Context: an optimization exercise on an open-source flow, tuned for small area. The choices shown serve that exercise and are no tape-out recipe.
Only simulation tests tie the RTL to the original design; equivalence was not proved.
Power and IR drop assume default switching activity.

==> flow/design.v (excerpt) <==
module pdp8_trace_capture #(
    parameter int unsigned DEPTH  = 64,
    parameter int unsigned WORD_W = 12,
    parameter int unsigned LOST_W = 16
) (
    input  logic                     clk,
    input  logic                     reset,
    input  logic                     trace_en,
    input  logic                     mode_wrap,
    input  logic                     inst_valid,
    input  logic [WORD_W-1:0]        inst_pc,
    input  logic [WORD_W-1:0]        inst_ir,
    input  logic [WORD_W-1:0]        inst_ac,
    input  logic                     inst_lk,
    input  logic                     mem_valid,
    input  logic [WORD_W-1:0]        mem_addr,
    input  logic [WORD_W-1:0]        mem_data,
    input  logic                     mem_we,
    input  logic                     mem_ifetch,
    input  logic                     br_valid,
    input  logic [WORD_W-1:0]        br_pc,
    input  logic [WORD_W-1:0]        br_target,
    input  logic [1:0]               br_kind,
    input  logic                     br_taken,
    output logic                     out_valid,
    input  logic                     out_ready,
    output logic [2+3*WORD_W+4-1:0]  out_data,
    output logic [$clog2(DEPTH):0]   count,
    output logic [LOST_W-1:0]        lost_count
);
    localparam int unsigned PTR_W = $clog2(DEPTH);
    localparam int unsigned NS    = DEPTH + 1;            
    localparam int unsigned POS_W = $clog2(NS);           
    localparam int unsigned W     = 2 + 3 * WORD_W;       
    localparam int unsigned HI_W  = 3 * WORD_W + 1;       
    localparam int unsigned HM_W  = 2 * WORD_W + 2;       
    localparam int unsigned HB_W  = 2 * WORD_W + 3;       
    localparam logic [PTR_W:0] FULL_CNT = (PTR_W + 1)'(DEPTH);
    localparam logic [1:0] CH_INST = 2'd0;
    localparam logic [1:0] CH_MEM  = 2'd1;
    localparam logic [1:0] CH_BR   = 2'd2;
    logic [2:0]         hold_v_q, hold_v_d;
    logic [HI_W-1:0]    hold_i_q;
    logic [HM_W-1:0]    hold_m_q;
    logic [HB_W-1:0]    hold_b_q;
  ...
Size in the first run: roughly 8700 cells after synthesis, about 2600 flip-flops, ~160 I/O pins, about 86000 um2 of cells after synthesis.
==> flow/config.mk <==
export PLATFORM = sky130hd
export DESIGN_NAME = pdp8_trace_capture
export DESIGN_NICKNAME = pdp8_trace_capture
export VERILOG_FILES = /design/flow/design.v
export SDC_FILE = /design/flow/constraint.sdc
export NUM_CORES = 4
export LEC_CHECK = 0
export CAP_MARGIN = 20
export CORE_MARGIN = 2
export CORE_UTILIZATION = 40
export CTS_BUF_LIST = sky130_fd_sc_hd__clkbuf_8
export CTS_CLUSTER_DIAMETER = 60
export CTS_CLUSTER_SIZE = 12
export PLACE_DENSITY = 0.55
export SLEW_MARGIN = 20
export SYNTH_HIERARCHICAL = 1
export SYNTH_MINIMUM_KEEP_SIZE = 0
==> flow/constraint.sdc <==
create_clock -name core_clock -period 6.0 [get_ports {clk}]
set_input_delay 1.2000 -clock core_clock [delete_from_list [all_inputs] [get_ports {clk}]]
set_output_delay 1.2000 -clock core_clock [all_outputs]
set_load 0.01 [all_outputs]
standard.sh (not shown) runs the stock make flow with config.mk's settings and CLKGATE_MAP_FILE= SYNTH_SCRIPT=/design/flow/synth_recipe.tcl, a recipe that flattens the netlist after the stock synthesis.
==> flow/flow/run.sh <==
#!/bin/bash
# The standard layout, with the smallest plain buffer for the port buffers
# (one buffer on every input and output port, as the standard flow places them).
set -euo pipefail
bash standard.sh BUFFER_PORTS_ARGS="-buffer_cell sky130_fd_sc_hd__buf_1" finish > standard_make.log 2>&1
==> next run, changes <==
CORE_UTILIZATION = 58   (was 40)
CTS_CLUSTER_DIAMETER = 80   (was 60)
CTS_CLUSTER_SIZE = 16   (was 12)
PLACE_DENSITY = 0.72   (was 0.55)
=>
- The new run ran to the end with no violations
- synthesized cell count does not change
- combinational power barely changes
- via count grows by 0.69%
- core utilization rose by 18 points
- wire length goes down by about 10%
- worst hold slack gains 40 ps
- total power goes down by about 3%
- critical path depth is unchanged
- clock-buffer cell count fell by 58
- clock skew goes up by 3.1 ps
- worst setup slack gets worse by 18 ps
==> next run, changes <==
==> flow/run.sh (new file) <==
#!/bin/bash
# synth_recipe.tcl (not shown) runs the flow's synth.tcl, then flattens the netlist and writes it again
# the make line also repeats each setting of config.mk as NAME=value (left out here)
make -C /OpenROAD-flow-scripts/flow DESIGN_CONFIG=/design/flow/config.mk WORK_HOME=/design/flow/orfs CLKGATE_MAP_FILE= SYNTH_SCRIPT=/design/flow/synth_recipe.tcl finish
CORE_UTILIZATION = 40   (was 58)
CTS_CLUSTER_SIZE = 14   (was 16)
PLACE_DENSITY = 0.55   (was 0.72)
SETUP_SLACK_MARGIN = 0.1   (was not set)
removed: flow/flow/run.sh
removed: flow/standard.sh
The changed run completed without violations.
Wire length came out higher by 13%.
Sequential share of layout area shrinks by 2.2 points.
Maximum frequency is lower by 2.7%.
First-iteration DRC count shrinks by 18%.
Non-clock buffer count rises by 81.
Setup slack gets worse by 160 ps.
Hold slack gains 16 ps.
==> next run, changes <==
==> flow/flow/run.sh (new file) <==
#!/bin/bash
# The standard layout, with the smallest plain buffer for the port buffers
# (one buffer on every input and output port, as the standard flow places them).
set -euo pipefail
bash standard.sh BUFFER_PORTS_ARGS="-buffer_cell sky130_fd_sc_hd__buf_1" finish > standard_make.log 2>&1
==> flow/standard.sh (new file) <==
#!/bin/bash
# synth_recipe.tcl (not shown) runs the flow's synth.tcl, then flattens the netlist and writes it again
# the make line also repeats each setting of config.mk as NAME=value (left out here)
make -C /OpenROAD-flow-scripts/flow DESIGN_CONFIG=/design/flow/config.mk WORK_HOME=/design/flow/orfs CLKGATE_MAP_FILE= SYNTH_SCRIPT=/design/flow/synth_recipe.tcl "${@:-finish}"
SETUP_SLACK_MARGIN = not set   (was 0.1)
removed: flow/run.sh
Register-to-register slack gets worse by 300 ps.
Count of clock-buffer cells in the layout is lower by 1.
Global-route usage is lower by 0.39 points.
Via count is lower by about 0.7%.

-- afterwards: timing with drivers on the ports --
Ports are ideal in the flow. The routed layouts listed here were re-timed in OpenROAD. Step 1 assumes that a clkbuf_16 drives the clock port and a buf_2 every other input. Step 2 adds t to the input delays and takes it off the output delays; t is the mean of the earliest and latest rising clock arrival at the registers after step 1. Input paths then give back, and output paths get back, about the clock's delay inside the block. a / b / c = ideal ports / drivers / drivers and shift; a / b = the first two.
| run | shift t [ns] | setup WS [ns] | hold slack, ns | cell pins on the clock port's net |
|---|---|---|---|---|
| the first run | 1.107 | 0.179 / 0.099 / 0.268 | 0.321 / 0.264 / 0.371 | 1 |
| the second run | 1.036 | 0.161 / 0.087 / 0.467 | 0.361 / 0.336 / 0.361 | 1 |
| the third run | 1.084 | 0.001 / -0.086 / 0.305 | 0.377 / 0.377 / 0.377 | 1 |
| the fourth run | 1.110 | 0.191 / 0.105 / 0.279 | 0.323 / 0.266 / 0.356 | 1 |
After both steps setup and hold are still met in every run listed.
